What follows belongs to an exercise in optimizing a design on an open flow for small area and a short achievable clock period; a production flow would make more cautious choices. Only simulation tests tie the RTL to the original design; equivalence was not proved. Power is estimated from default activity; no workload was simulated.

==> flow/design.v <==
module mem_wb_stage_param #(
    parameter int DATA_W   = 32,
    parameter int ADDR_W   = 7,
    parameter int REG_W    = 5,
    parameter int READ_LAT = 3
) (
    input  logic              clk,
    input  logic              reset,
    input  logic              valid_MEM,
    input  logic              MemRead_MEM,
    input  logic              MemWrite_MEM,
    input  logic              ByteOp_MEM,
    input  logic              Unsigned_MEM,
    input  logic              ResultSrc_MEM,
    input  logic              RegWrite_MEM,
    input  logic [REG_W-1:0]  rd_MEM,
    input  logic [DATA_W-1:0] alu_result_MEM,
    input  logic [DATA_W-1:0] write_data_MEM,
    output logic              stall_MEM,
    output logic [DATA_W-1:0] mem_data_WB,
    output logic [DATA_W-1:0] alu_result_WB,
    output logic              ResultSrc_WB,
    output logic              RegWrite_WB,
    output logic              valid_WB,
    output logic [REG_W-1:0]  rd_WB
);
    localparam int DEPTH = 1 << ADDR_W;
    logic              is_store, is_load;
    logic [ADDR_W-1:0] addr;
    logic              phase;
    logic              w1, w0;           
    assign addr     = alu_result_MEM[ADDR_W-1:0];
    assign is_store = valid_MEM & MemWrite_MEM;
    assign is_load  = valid_MEM & MemRead_MEM & ~MemWrite_MEM;
    always_ff @(posedge clk) phase <= ~phase;
    logic              st_lo, st_hi;
    logic              st_lo_q, st_hi_q;    
    logic [DEPTH-1:0]  wsel;                
    logic [DATA_W-1:0] n_col;               
    assign st_lo = is_store;
    assign st_hi = is_store & ~ByteOp_MEM;
    always_ff @(posedge clk) begin
        st_lo_q <= st_lo;
        st_hi_q <= st_hi;
        for (int b = 0; b < DATA_W; b++)
            n_col[b] <= ~(((b < 8) ? st_lo : st_hi) & (write_data_MEM[b] ^ phase));
    end
    logic [DEPTH-1:0] sel_q, rsel;
    always_ff @(posedge clk) begin
        for (int r = 0; r < DEPTH; r++)
            sel_q[r] <= (addr == ADDR_W'(r));
    end
    assign wsel = sel_q;
    assign rsel = sel_q;
    logic [DATA_W*DEPTH-1:0] mem_q;
    genvar gr;
    generate
        for (gr = 0; gr < DEPTH; gr++) begin : g_row
            logic              a_lo, a_hi, nsel;
            logic [DATA_W-1:0] d;
            assign a_lo = wsel[gr] & st_lo_q;
            assign a_hi = wsel[gr] & st_hi_q;
            assign nsel = ~wsel[gr];
            mem_wb_wrow #(.W(DATA_W)) u_wrow (
                .q(mem_q[gr*DATA_W +: DATA_W]), .a_lo(a_lo), .a_hi(a_hi),
                .nsel(nsel), .n_col(n_col), .d(d));
            always_ff @(posedge clk)
                mem_q[gr*DATA_W +: DATA_W] <= d;
        end
    endgenerate
    localparam int NBANK = 4;
    localparam int BROWS = DEPTH / NBANK;       
    localparam int N3    = 10;                  
    localparam int N2    = 1;                   
    localparam int NGRP  = N3 + N2;
    logic [NBANK-1:0][NGRP-1:0][DATA_W-1:0] grp_n;   
    logic [NBANK-1:0][DATA_W-1:0]           bank_w, bank_q;
    genvar gk, gg;
    generate
        for (gk = 0; gk < NBANK; gk++) begin : g_bank
            for (gg = 0; gg < N3; gg++) begin : g_rd3
                localparam int R0 = gk * BROWS + 3 * gg;
                mem_wb_rd3 #(.W(DATA_W)) u_rd3 (
                    .d0(mem_q[R0*DATA_W +: DATA_W]),     .s0(rsel[R0]),
                    .d1(mem_q[(R0+1)*DATA_W +: DATA_W]), .s1(rsel[R0+1]),
                    .d2(mem_q[(R0+2)*DATA_W +: DATA_W]), .s2(rsel[R0+2]),
                    .y_n(grp_n[gk][gg]));
            end
            for (gg = 0; gg < N2; gg++) begin : g_rd2
                localparam int R0 = gk * BROWS + 3 * N3 + 2 * gg;
                mem_wb_rd2 #(.W(DATA_W)) u_rd2 (
                    .d0(mem_q[R0*DATA_W +: DATA_W]),     .s0(rsel[R0]),
                    .d1(mem_q[(R0+1)*DATA_W +: DATA_W]), .s1(rsel[R0+1]),
                    .y_n(grp_n[gk][N3+gg]));
            end
        end
    endgenerate
    always_comb begin
        for (int k = 0; k < NBANK; k++) begin
            bank_w[k] = '1;
            for (int g = 0; g < NGRP; g++)
                bank_w[k] = bank_w[k] & grp_n[k][g];
            bank_w[k] = ~bank_w[k];
        end
    end
    always_ff @(posedge clk) bank_q <= bank_w;
    logic [DATA_W-1:0] rword, rdata, load_data;
    always_comb begin
        rword = '0;
        for (int k = 0; k < NBANK; k++)
            rword = rword | bank_q[k];
    end
    assign rdata = rword ^ {DATA_W{~phase}};
    always_comb begin
        load_data = rdata;
        if (ByteOp_MEM)
            load_data = Unsigned_MEM ? DATA_W'(rdata[7:0]) : DATA_W'($signed(rdata[7:0]));
    end
    logic stall;
    assign stall = w1 | (~w0 & is_load);
    mem_wb_stall u_stall_out (
        .w1(w1), .w0(w0), .valid(valid_MEM), .rd(MemRead_MEM), .wr(MemWrite_MEM),
        .stall(stall_MEM));
    always_ff @(posedge clk) begin
        if (reset) begin
            w1 <= 1'b0;
            w0 <= 1'b0;
        end else begin
            w1 <= ~w1 & ~w0 & is_load;
            w0 <= w1;
        end
    end
    always_ff @(posedge clk) begin
        if (reset) begin
            mem_data_WB   <= '0;
            alu_result_WB <= '0;
            ResultSrc_WB  <= 1'b0;
            RegWrite_WB   <= 1'b0;
            valid_WB      <= 1'b0;
            rd_WB         <= '0;
        end else if (stall) begin
            valid_WB    <= 1'b0;
            RegWrite_WB <= 1'b0;
        end else begin
            valid_WB      <= valid_MEM;
            RegWrite_WB   <= valid_MEM & RegWrite_MEM;
            ResultSrc_WB  <= ResultSrc_MEM;
            rd_WB         <= rd_MEM;
            alu_result_WB <= alu_result_MEM;
            if (is_load)
                mem_data_WB <= load_data;
        end
    end
endmodule
module mem_wb_stall (
    input  logic w1,
    input  logic w0,
    input  logic valid,
    input  logic rd,
    input  logic wr,
    output logic stall
);
    assign stall = w1 | (~w0 & valid & rd & ~wr);
endmodule
module mem_wb_wrow #(
    parameter int W = 32
) (
    input  logic [W-1:0] q,
    input  logic         a_lo,
    input  logic         a_hi,
    input  logic         nsel,
    input  logic [W-1:0] n_col,
    output logic [W-1:0] d
);
    always_comb begin
        for (int b = 0; b < W; b++)
            d[b] = ~((q[b] | ((b < 8) ? a_lo : a_hi)) & (nsel | n_col[b]));
    end
endmodule
module mem_wb_rd3 #(
    parameter int W = 32
) (
    input  logic [W-1:0] d0,
    input  logic         s0,
    input  logic [W-1:0] d1,
    input  logic         s1,
    input  logic [W-1:0] d2,
    input  logic         s2,
    output logic [W-1:0] y_n
);
    assign y_n = ~((d0 & {W{s0}}) | (d1 & {W{s1}}) | (d2 & {W{s2}}));
endmodule
module mem_wb_rd2 #(
    parameter int W = 32
) (
    input  logic [W-1:0] d0,
    input  logic         s0,
    input  logic [W-1:0] d1,
    input  logic         s1,
    output logic [W-1:0] y_n
);
    assign y_n = ~((d0 & {W{s0}}) | (d1 & {W{s1}}));
endmodule
==> flow/run.sh <==
#!/bin/bash
# synth_recipe.tcl (not shown) runs the flow's synth.tcl, then flattens the netlist and writes it again
# the make line also repeats each setting of config.mk as NAME=value (left out here)
make -C /OpenROAD-flow-scripts/flow DESIGN_CONFIG=/design/flow/config.mk WORK_HOME=/design/flow/orfs CLKGATE_MAP_FILE= SYNTH_SCRIPT=/design/flow/synth_recipe.tcl finish
==> flow/config.mk <==
export PLATFORM = sky130hd
export DESIGN_NAME = mem_wb_stage_param
export DESIGN_NICKNAME = mem_wb_stage_param
export VERILOG_FILES = /design/flow/design.v
export SDC_FILE = /design/flow/constraint.sdc
export NUM_CORES = 4
export LEC_CHECK = 0
export CAP_MARGIN = 20
export CORE_MARGIN = 2
export CORE_UTILIZATION = 65
export CTS_CLUSTER_DIAMETER = 80
export CTS_CLUSTER_SIZE = 24
export SETUP_SLACK_MARGIN = 2.75
export SLEW_MARGIN = 20
export SYNTH_HIERARCHICAL = 1
export SYNTH_MINIMUM_KEEP_SIZE = 0
==> flow/constraint.sdc <==
create_clock -name core_clock -period 5.6 [get_ports {clk}]
set_input_delay 1.1200 -clock core_clock [delete_from_list [all_inputs] [get_ports {clk}]]
set_output_delay 1.1200 -clock core_clock [all_outputs]
set_load 0.01 [all_outputs]
==> run summary, run 1 <==
fin crit share 52.35%; FILL cells 17.14k; CTS Sinks 4461; crit start category flip-flop; syn nets 12.67k; share of cells above drive strength 1 under 10%; Worst EP arrival 3590 ps; Placer Congestion ~0.96; Netlist cell types 42; Vias/cell ~8.0; Max VDD drop 0.3766 mV; worst-path fanout max 19; DIE AREA ~230000 sq um; first-pass GRT wire length 743.3 mm; DR WL/cell around 34 um; total track usage between 40% and 50%; Final Hold Fails 0; Syn Inst Count around 13k; Port Buffers 150; post-route ant nets 0; initial cell density of the core 65.28%; Hold Buf Count CTS 0; max-cap violations 0; drt total wl approximately 510 mm; DP HPWL 311.9 mm; fmax 341.1 MHz; CTS buffer count ~200; Post-synth top cells dfxtp_1, o22ai_1, a222oi_1; Avg Cell Area, Syn roughly 12 sq um; LEAKAGE 55.18 nW; core area 224200 sq um; Synth top area share 61.01%; status no timing/DRC/antenna violations; Longest Clk Path Bufs 3; reg-to-reg endpoint bank_q[27]; hold endpoint mem_q[1665]; CP required 6260 ps; root buffer cell clkbuf_16; largest net degree at the start of global routing between 70 and 80; Starting DRT DRC Count 22.14k; First-pass DRT Iterations 14; sequential fraction of the synthesis area 61.01%; r2r setup slk about 2700 ps; CTS tree done; leading area contributor after synthesis dfxtp_1; min Tclk post-route 2932 ps; pwr dens 352.9 nW/um^2; hold depth 1; grt ovf 0; fin. max-slew vios 0; Rel. slew slack 17.77%; die height 478.5 um; fraction of registers with async set/reset 0%; clock skew 36.46 ps; Cell Rows 174; Fin Setup TNS 0 ps; Hold Path Class flip-flop to flip-flop; Design Power 52.98 mW; RSZ-0062 raised after global routing true; clock latency (worst-skew pair) 900 ps; FF+latch count, synth around 4.5k; vias in the first global route 113.1k; nets about 12k; top-count cell post-synth dfxtp_1; reg-to-reg critical path startpoint sel_q[19]; mapped cell area between 100000 and 150000 sq um; CTS H-tree lvls 4; Area contributors post-synth dfxtp_1, o22ai_1, a222oi_1; Multi-input gate area 46680 sq um; DR DRC count 0; Chip Width 478.5 um; initial antenna violation count 24; Worst setup EP type flip-flop; Main synth FF type dfxtp_1; reg2reg path depth 5; Yosys warning total 8; synth-to-layout area growth 2.561%; detailed-route via count 120.4k; kind of critical path flip-flop to flip-flop; Least-Margin Pin Slew 1233 ps; clock slew at reported path FFs around 100 ps; HP Start mem_q[1665]; IO Count around 150; FF/Latch Area 89500 sq um; final-report setup violation count 0; Post-synth EDFFs 0
-- power breakdown --
part | leakage [nW] | switching [mW] | internal (mW)
clock network | 2.68 | 9.74 | 6.80
logic | 15.1 | 1.41 | 0.982
registers | 37.4 | 0.920 | 33.1
-- cell families (layout without fill, tap and decap cells) --
family                    Yosys count  count (layout)  synth area share (%)
muxes                              25              25                0.1710
other                               0              11                     0
xor gates and xnor gates           40              40                0.2393
and+or+nand+nor                  1046            1046                 3.939
buffers and inverters            1374             851                 7.159
DFF                              4461            4461                 61.01
AOI/OAI and AO/OA                5645            5645                 27.48
-- area by class of cell --
cell class / instances / share of cell area, %
Sequential cell: 4461 / 59.62
Multi-Input combinational cell: 6756 / 31.09
Clock buffer: 217 / 3.538
Timing Repair Buffer: 490 / 2.829
Tap cell: 2992 / 2.494
Inverter: 132 / 0.3301
Clock inverter: 12 / 0.08168
Antenna cell: 11 / 0.01834
-- per-module statistics from Yosys, one instance, submodules excluded, excerpt --
module              flip-flops and latches  area [sq um]  copies in the design  cells
mem_wb_stage_param                    4461         97370                     1   5933
mem_wb_stall                             0         16.27                     1      2
-- cells in the final DEF (no fill, tap or decap), types with 72 or more instances in the layout --
master,instances
clkbuf_16,210
a222oi_1,1280
nor2_1,261
dfxtp_1,4387
nand4_1,385
and2_1,216
o22ai_1,4096
dlygate4sd2_1,72
a22oi_1,128
buf_4,316
clkdlybuf4s50_1,73
inv_1,95
-- worst max-delay path, stage by stage (launching register included) --
cell and delay, ps:
dfxtp_1 670, buf_4 440, a222oi_1 360, nand4_1 290
nor2_1 520, nand4_1 360
-- what timing repair did --
action,4_1_cts,5_1_grt
resized for setup,94,33
setup buffers,0,1
pin swaps,2,2
endpoints found under the setup margin,74,238
cloned,0,0
-- sequential cells by signal, summed over array words and instances (netlist names), 5 cells and up --
| signal | cells |
|---|---|
| sel_q | 128 |
| mem_data_WB | 32 |
| n_col | 32 |
| alu_result_WB | 32 |
| bank_q | 128 |
| rd_WB | 5 |
| mem_q | 4096 |
-- worst max-delay path by stage --
| stage | startpoint | end | slack [ps] | depth (start not counted) |
|---|---|---|---|---|
| after detailed placement | MemRead_MEM | stall_MEM | 1870 | 4 |
| final | sel_q[19] | bank_q[27] | 2670 | 5 |
| after floorplan | n_col[8] | mem_q[1000] | 2800 | 1 |
| after CTS | valid_MEM | stall_MEM | 2490 | 4 |
| after global routing | w0 | stall_MEM | 2680 | 3 |
| after global placement | MemRead_MEM | stall_MEM | 1750 | 4 |
-- routing by layer --
metal | global-route usage [%] | part of all wire (%) | vias to the layer above
li1 | - | - | 50799
met1 | 57.45 | 38 | 59705
met2 | 61.64 | 43 | 8521
met3 | 10.36 | 13 | 1362
met4 | 25.07 | 6.7 | 12
met5 | 0 | 0.016 | -
-- metrics by stage --
stage          instance area (sq um)  hold slack (ps)  util, %  setup WS (ps)  std cells
2_1_floorplan                 146400            421.3        -           2795      12591
3_3_place_gp                  144200            428.4    64.30           1754      14807
3_5_place_dp                  144300            436.3    64.37           1871      14814
4_1_cts                       149700            448.8    66.76           2494      15043
5_1_grt                       150100            454.7    66.94           2681      15062
6_report                      150100            446.2    66.95           2668      15071
==> inputs of run 2 (changes only) <==
--- a/flow/config.mk
+++ b/flow/config.mk
@@ -10,6 +10,6 @@
 export CORE_UTILIZATION = 65
 export CTS_CLUSTER_DIAMETER = 80
-export CTS_CLUSTER_SIZE = 24
-export SETUP_SLACK_MARGIN = 2.75
+export CTS_CLUSTER_SIZE = 27
+export SETUP_SLACK_MARGIN = 2.85
 export SLEW_MARGIN = 20
 export SYNTH_HIERARCHICAL = 1
==> run summary, run 2 <==
Crit-path slowest cell dfxtp_1; total track usage 42.20% (-0.19 points); Vias/cell 7.981 (-0.10%); Top Family by Delay on Critical Path simple AND/OR/NAND/NOR gates; FF+latch count, synth 4461 (unchanged); Post-synth EDFFs 0 (unchanged); IO Count 151 (unchanged); Max VDD drop 0.2962 mV (-21%); Synth top area share 61.01% (unchanged); largest net degree at the start of global routing 129 (+65%); clock skew 24.78 ps (-11.68 ps); number of flip-flops in the largest register 4096 (unchanged); mapped cell area 146400 sq um (unchanged); kind of critical path flip-flop to flip-flop; First-pass DRT Iterations 13 (-1); CTS H-tree lvls 4 (unchanged); Longest Clk Path Bufs 3 (unchanged); Chip Width 478.5 um (unchanged); Post-DP Area 144300 sq um (about the same); CP peak stage delay 570 ps (-100 ps); Avg Cell Area, Syn 11.63 sq um (unchanged); CTS buffer count 184 (-9.8%); clock latency (worst-skew pair) 880 ps (-20 ps); fraction of registers with async set/reset 0% (unchanged); Worst EP arrival 3540 ps (-50 ps); CTS Sinks 4461 (unchanged); Least-Margin Pin Slew 1232 ps (-1.765 ps); Rel. slew slack 17.13% (-0.64 points); vias in the first global route 112.1k (-0.89%); fin crit share 51.18% (-1.2 points); Main synth FF type dfxtp_1; syn nets 12.67k (unchanged); Hold Buf Count CTS 0 (unchanged); fin. max-slew vios 0 (unchanged); DR WL/cell 34.03 um (+0.27%); Finished Cell Area 149900 sq um (-0.16%); fmax 348.9 MHz (+2.3%); synth-to-layout area growth 2.399%; Starting DRT DRC Count 22.05k (-0.43%); Biggest register mem_q; grt ovf 0 (unchanged); Regs by FF count mem_q: 4096 flops, bank_q: 128 flops, sel_q: 128 flops; DIE AREA 229000 sq um (unchanged); CP Buf/Inv Count 1 (unchanged); CP required 6280 ps (+20 ps); drt total wl 512.1 mm (+0.12%); die height 478.5 um (unchanged); cell mode on critical path nand4_1; RSZ-0062 raised after global routing true; final-report setup violation count 0 (unchanged); Placer Congestion 0.9391 (-1.8%); Min Hold Slack 447.3 ps (+1.126 ps); LEAKAGE 55.02 nW (-0.30%); DP HPWL 310.1 mm (-0.55%); Final Hold Fails 0 (unchanged); initial cell density of the core 65.28% (unchanged); first-pass GRT wire length 738.4 mm (-0.66%); top-count cell post-synth dfxtp_1; Port Buffers 150 (unchanged); Fin Setup TNS 0 ps (unchanged); pwr dens 349.2 nW/um^2 (-1.0%); min Tclk post-route 2866 ps (-66.00 ps); detailed-route via count 120.1k (-0.25%); share of cells above drive strength 1 5.998% (+0.023 points); DR DRC count 0 (unchanged); max-cap violations 0 (unchanged); nets 12.10k (-0.23%); post-route ant nets 0 (unchanged); root buffer cell clkbuf_16; Netlist cell types 42 (unchanged); Yosys warning total 8 (unchanged); clock slew at reported path FFs 100 ps (about the same); worst-path fanout max 24 (+5); Area contributors post-synth dfxtp_1, o22ai_1, a222oi_1; Post-synth top cells dfxtp_1, o22ai_1, a222oi_1; most common cell after layout, fill and taps aside dfxtp_1; crit start category flip-flop; Cell Rows 174 (unchanged); Worst setup EP type flip-flop; status no timing/DRC/antenna violations; most frequent cells in the layout dfxtp_1, o22ai_1, a222oi_1; core area 224200 sq um (unchanged); leading area contributor after synthesis dfxtp_1; worst-path cell chain buf_4 -> a222oi_1 -> nand4_1 -> nor2_1 -> nand4_1; sequential fraction of the synthesis area 61.01% (unchanged); Syn Inst Count 12.59k (unchanged); initial antenna violation count 20 (-17%); Hold Path Class flip-flop to flip-flop; CTS tree done
==> run 2: cell types whose count changed in the layout (fill, tap and decap cells not counted), sizes merged <==
cell	delta
bufinv	+1
inv	-12
buf	-9
clkinv	+6
clkbuf	-17
clkinvlp	+1
diode	+8
==> run 2: through the flow <==
step           utilization [%]  total power [mW]  setup slack, ps  instances
2_1_floorplan                -             35.91             2948      12591
3_3_place_gp             64.24             36.87             1836      14787
3_5_place_dp             64.35             37.06             1840      14797
4_1_cts                  66.56             52.19             2524      15005
5_1_grt                  66.83             53.67             2709      15035
6_report                 66.84             52.34             2734      15049
==> run 2: per-layer routing <==
layer  share of wire [%]  wire length [um]  up-vias  track usage [%]
li1                    -                 -    50729                -
met1                  37            190700    59550            56.30
met2                  43            220700     8421            61.58
met3                  13             64570     1391            10.26
met4                 7.0             36000       12            26.79
met5               0.015                78        -                0
==> run 2: logic make-up after synthesis <==
kind of cell / count (synthesis) / share of synthesized area, %
XOR/XNOR: 40 / 0.2393
AO/OA/AOI/OAI: 5645 / 27.48
flip-flops: 4461 / 61.01
multiplexers: 25 / 0.1710
buffers and inverters: 1374 / 7.159
AND/OR/NAND/NOR: 1046 / 3.939
==> run 2: repair_timing <==
action                     4_1_cts  5_1_grt
cloned                           0        2
setup endpoints to repair     1416      153
pin swaps                        0        7
setup buffers                    1        6
resized for setup              146       36
==> run 2: cell type report <==
class | instances | area (sq um)
Antenna cell | 19 | 47.55
Clock buffer | 199 | 4830
Timing Repair Buffer | 482 | 4402
Fill cell | 17119 | 74360
Sequential cell | 4461 | 89480
Multi-Input combinational cell | 6756 | 46770
Inverter | 132 | 499.2
Tap cell | 2992 | 3744
Clock inverter | 8 | 111.4
==> run 2: Yosys stat by module (local to each module, per instance), a selection <==
module,times used,flops+latches
mem_wb_stall,1,0
mem_wb_stage_param,1,4461
==> run 2: worst reg2reg max path: cells and delay by family (launching register included) <==
kind / cells / cell delay, ps
simple gates: 3 / 1270
flops: 1 / 570
compound gates: 1 / 430
buf+inv: 1 / 400
==> run 2: path summary, 6_finish.rpt <==
kind | from | to | slack (ps) | depth (start not counted)
worst min register to register | mem_q[431] | mem_q[431] | 450 | 1
worst min-delay path | mem_q[431] | mem_q[431] | 450 | 1
worst max register to register | sel_q[18] | bank_q[11] | 2730 | 5
worst max-delay path | sel_q[18] | bank_q[11] | 2730 | 5
==> run 2: report_power, final <==
| group | switching [mW] | total (mW) | internal, mW | leakage, nW |
|---|---|---|---|---|
| registers | 0.926 | 34.1 | 33.1 | 37.4 |
| clock network | 9.58 | 15.9 | 6.27 | 2.43 |
| logic | 1.45 | 2.44 | 0.992 | 15.2 |
| total | 12.0 | 52.3 | 40.4 | 55.0 |
==> inputs of run 3 (changes only) <==
--- a/flow/config.mk
+++ b/flow/config.mk
@@ -8,8 +8,8 @@
 export CAP_MARGIN = 20
 export CORE_MARGIN = 2
-export CORE_UTILIZATION = 65
+export CORE_UTILIZATION = 68
 export CTS_CLUSTER_DIAMETER = 80
 export CTS_CLUSTER_SIZE = 27
-export SETUP_SLACK_MARGIN = 2.85
+export SETUP_SLACK_MARGIN = 2.9
 export SLEW_MARGIN = 20
 export SYNTH_HIERARCHICAL = 1
==> run summary, run 3 <==
FILL cells 15.69k (-8.3%); synth-to-layout area growth 2.221%; grt ovf 0 (unchanged); first-pass GRT wire length 740.1 mm (+0.22%); Netlist cell types 42 (unchanged); initial cell density of the core 68.34% (+3.1 points); worst-path fanout max 5 (-79%); Sw Ratio 22.82% (about the same); Hold Path Class flip-flop to flip-flop; leading area contributor after synthesis dfxtp_1; Synth top area share 61.01% (unchanged); Max VDD drop 0.3870 mV (+31%); most frequent cells in the layout dfxtp_1, o22ai_1, a222oi_1; Min Hold Slack 446.2 ps (-1.110 ps); fraction of registers with async set/reset 0% (unchanged); root buffer cell clkbuf_16; Post-synth EDFFs 0 (unchanged); Final Hold Fails 0 (unchanged); clock power share 30.3% (about the same); post-layout util 69.85% (+3.0 points); largest net degree at the start of global routing 118 (-8.5%); Post-DP Area 144100 sq um (-0.13%); CTS buffer count 184 (unchanged); Worst setup EP type output pin; Worst EP arrival 1770 ps (-1770 ps); detailed-route via count 121.4k (+1.1%); pwr dens 350.0 nW/um^2 (+0.21%); mapped cell area 146400 sq um (unchanged); Port Buffers 150 (unchanged); initial antenna violation count 31 (+55%); Yosys warning total 8 (unchanged); Biggest register mem_q; DR WL/cell 34.44 um (+1.2%); final-report setup violation count 0 (unchanged); fin crit share 51.61% (+0.43 points); Area contributors post-synth dfxtp_1, o22ai_1, a222oi_1; syn nets 12.67k (unchanged); top-count cell post-synth dfxtp_1; RSZ-0062 raised after global routing true; Fin Setup TNS 0 ps (unchanged); CP required 4480 ps (-1800 ps); fin. max-slew vios 0 (unchanged); IO Count 151 (unchanged); Least-Margin Pin Slew 1311 ps (+79.78 ps); Chip Width 468.0 um (-2.2%); internal cell power 40.41 mW (about the same); DIE AREA 219000 sq um (-4.4%); Longest Clk Path Bufs 3 (unchanged); Vias/cell 8.156 (+2.2%); min Tclk post-route 2890 ps (+24.08 ps); status no timing/DRC/antenna violations; Cell Rows 170 (-2.3%); worst-path cell chain buf_4 -> nor4bb_4 -> or2_1 -> buf_2; drt total wl 512.5 mm (about the same); FF/Latch Area 89500 sq um (about the same); total track usage 44.43% (+2.2 points); kind of critical path primary input to output pin; CTS tree done; max-cap violations 0 (unchanged); Placer Congestion 0.9333 (-0.62%); clock slew at reported path FFs 90 ps (about the same); FF+latch count, synth 4461 (unchanged); First-pass DRT Iterations 14 (+1); Multi-input gate area 46810 sq um (about the same); Starting DRT DRC Count 23.11k (+4.8%); Avg Cell Area, Syn 11.63 sq um (unchanged); clock latency (worst-skew pair) 920 ps (+40 ps); CTS H-tree lvls 4 (unchanged); Post-synth top cells dfxtp_1, o22ai_1, a222oi_1; number of flip-flops in the largest register 4096 (unchanged); Main synth FF type dfxtp_1; crit start category primary input; Crit-path slowest cell nor4bb_4; core area 214200 sq um (-4.5%); Syn Inst Count 12.59k (unchanged); Regs by FF count mem_q: 4096 flops, bank_q: 128 flops, sel_q: 128 flops; Rel. slew slack 11.84% (-5.3 points); sequential fraction of the synthesis area 61.01% (unchanged); Finished Cell Area 149600 sq um (-0.17%); nets 12.09k (-0.074%); Hold Buf Count CTS 0 (unchanged); switching pwr 11.95 mW (about the same); share of power burned in registers 65.0% (about the same); DP HPWL 308.0 mm (-0.71%); share of cells above drive strength 1 5.967% (-0.031 points); fmax 346.0 MHz (-0.83%); DR DRC count 0 (unchanged); clock skew 31.50 ps (+6.719 ps); combinational share of power 4.7% (about the same); die height 468.0 um (-2.2%); post-route ant nets 0 (unchanged); CTS Sinks 4461 (unchanged); LEAKAGE 54.88 nW (-0.24%); CP peak stage delay 250 ps (-320 ps); vias in the first global route 113.2k (+0.99%); most common cell after layout, fill and taps aside dfxtp_1
[run 3: cell types whose count changed in the layout (fill, tap and decap cells not counted), sizes merged]
cell,previous run,this run
clkdlybuf4s15,0,21
bufinv,2,1
inv,113,121
diode,19,10
clkinv,24,15
clkbuf,204,206
buf,332,327
dlygate4sd2,72,51
[run 3: layer usage]
layer  global-route usage [%]  vias to the layer above  routed length (um)
met5                        0                        -                 143
met4                    29.27                       22               37690
met3                    12.19                     1624               71690
met2                    63.41                     9246              215800
met1                    59.14                    59772              187200
li1                         -                    50712                   -
[run 3: area by class of cell]
| class | count | share of cell area (%) |
|---|---|---|
| diodes | 10 | 0.01672 |
| repair buffers | 473 | 2.850 |
| flip-flops and latches | 4461 | 59.82 |
| inverters | 132 | 0.3337 |
| multi-input cells | 6756 | 31.28 |
| clock buffers | 205 | 3.277 |
| clock inverters | 6 | 0.04850 |
| well taps | 2838 | 2.373 |
[run 3: modules after synthesis (local to each module, per instance), a selection]
| module | flip-flops and latches | cells | times used |
|---|---|---|---|
| mem_wb_stage_param | 4461 | 5933 | 1 |
| mem_wb_stall | 0 | 2 | 1 |
[run 3: logic make-up after synthesis]
logic type,share of synthesized area (%)
AO/OA/AOI/OAI,27.48
flip-flops,61.01
buffers and inverters,7.159
AND/OR/NAND/NOR,3.939
XOR/XNOR,0.2393
multiplexers,0.1710
[run 3: power groups by stage]
stage | Clock, mW | Sequential [mW] | Combinational, mW
final | 15.9 | 34.0 | 2.45
after detailed placement | 0 | 34.7 | 2.31
after global placement | 0 | 34.6 | 2.21
after floorplan | 0 | 34.6 | 1.35
after CTS | 15.8 | 34.0 | 2.31
after global routing | 16.9 | 34.2 | 2.53
[run 3: worst max-delay path, delay by kind of cell]
family / cells / cell delay [ps]
and+or+nand+nor: 2 / 380
buffers and inverters: 2 / 270
[run 3: final timing paths]
| check | from | to | slack, ps | depth (start not counted) |
|---|---|---|---|---|
| setup / recovery | MemWrite_MEM | stall_MEM | 2710 | 4 |
| hold / removal | mem_q[3601] | mem_q[3601] | 450 | 1 |
| setup reg to reg | sel_q[67] | bank_q[91] | 2710 | 4 |
| hold reg to reg | mem_q[3601] | mem_q[3601] | 450 | 1 |
[run 3: what timing repair did]
action	CTS	global route
resized for setup	143	50
setup buffers	1	0
setup endpoints to repair	1028	57
pin swaps	5	25
[run 3: through the flow]
stage	setup slack [ps]	cells	total power, mW
6_report	2710	14881	52.36
5_1_grt	2655	14875	53.63
4_1_cts	2629	14853	52.15
3_5_place_dp	1868	14641	37.05
3_3_place_gp	1819	14632	36.86
2_1_floorplan	2948	12591	35.91

[static timing again, ports no longer ideal]
In the flow no input, the clock included, has a driving cell. The finished layouts below were timed again as built, in two steps.
Step 1 (the two cells are an assumption about what drives the block):
set clk [get_ports {clk}]
set_driving_cell -lib_cell sky130_fd_sc_hd__clkbuf_16 $clk
set_driving_cell -lib_cell sky130_fd_sc_hd__buf_2 [delete_from_list [all_inputs] $clk]
Step 2 times the ports against the registers' clock, not the clock port: input delays grow and output delays shrink by t, the midpoint of the rising clock arrivals with the driver on.
a / b / c = no drivers / after step 1 / after step 2; a / b = the first two.
run | t, ns | setup slack, ns | hold slack, ns | pins driven straight from the clock port
run 1 | 0.978 | 2.668 / 2.621 / 1.986 | 0.446 / 0.446 / 0.446 | 1
run 2 | 0.968 | 2.734 / 2.668 / 1.826 | 0.447 / 0.447 / 0.447 | 1
run 3 | 0.989 | 2.710 / 2.633 / 2.002 | 0.446 / 0.446 / 0.446 | 1
After both steps every run listed still meets setup and hold. For run 2, which loses most, drivers alone change the setup slack by -0.066 ns; drivers and shift together by -0.908 ns.
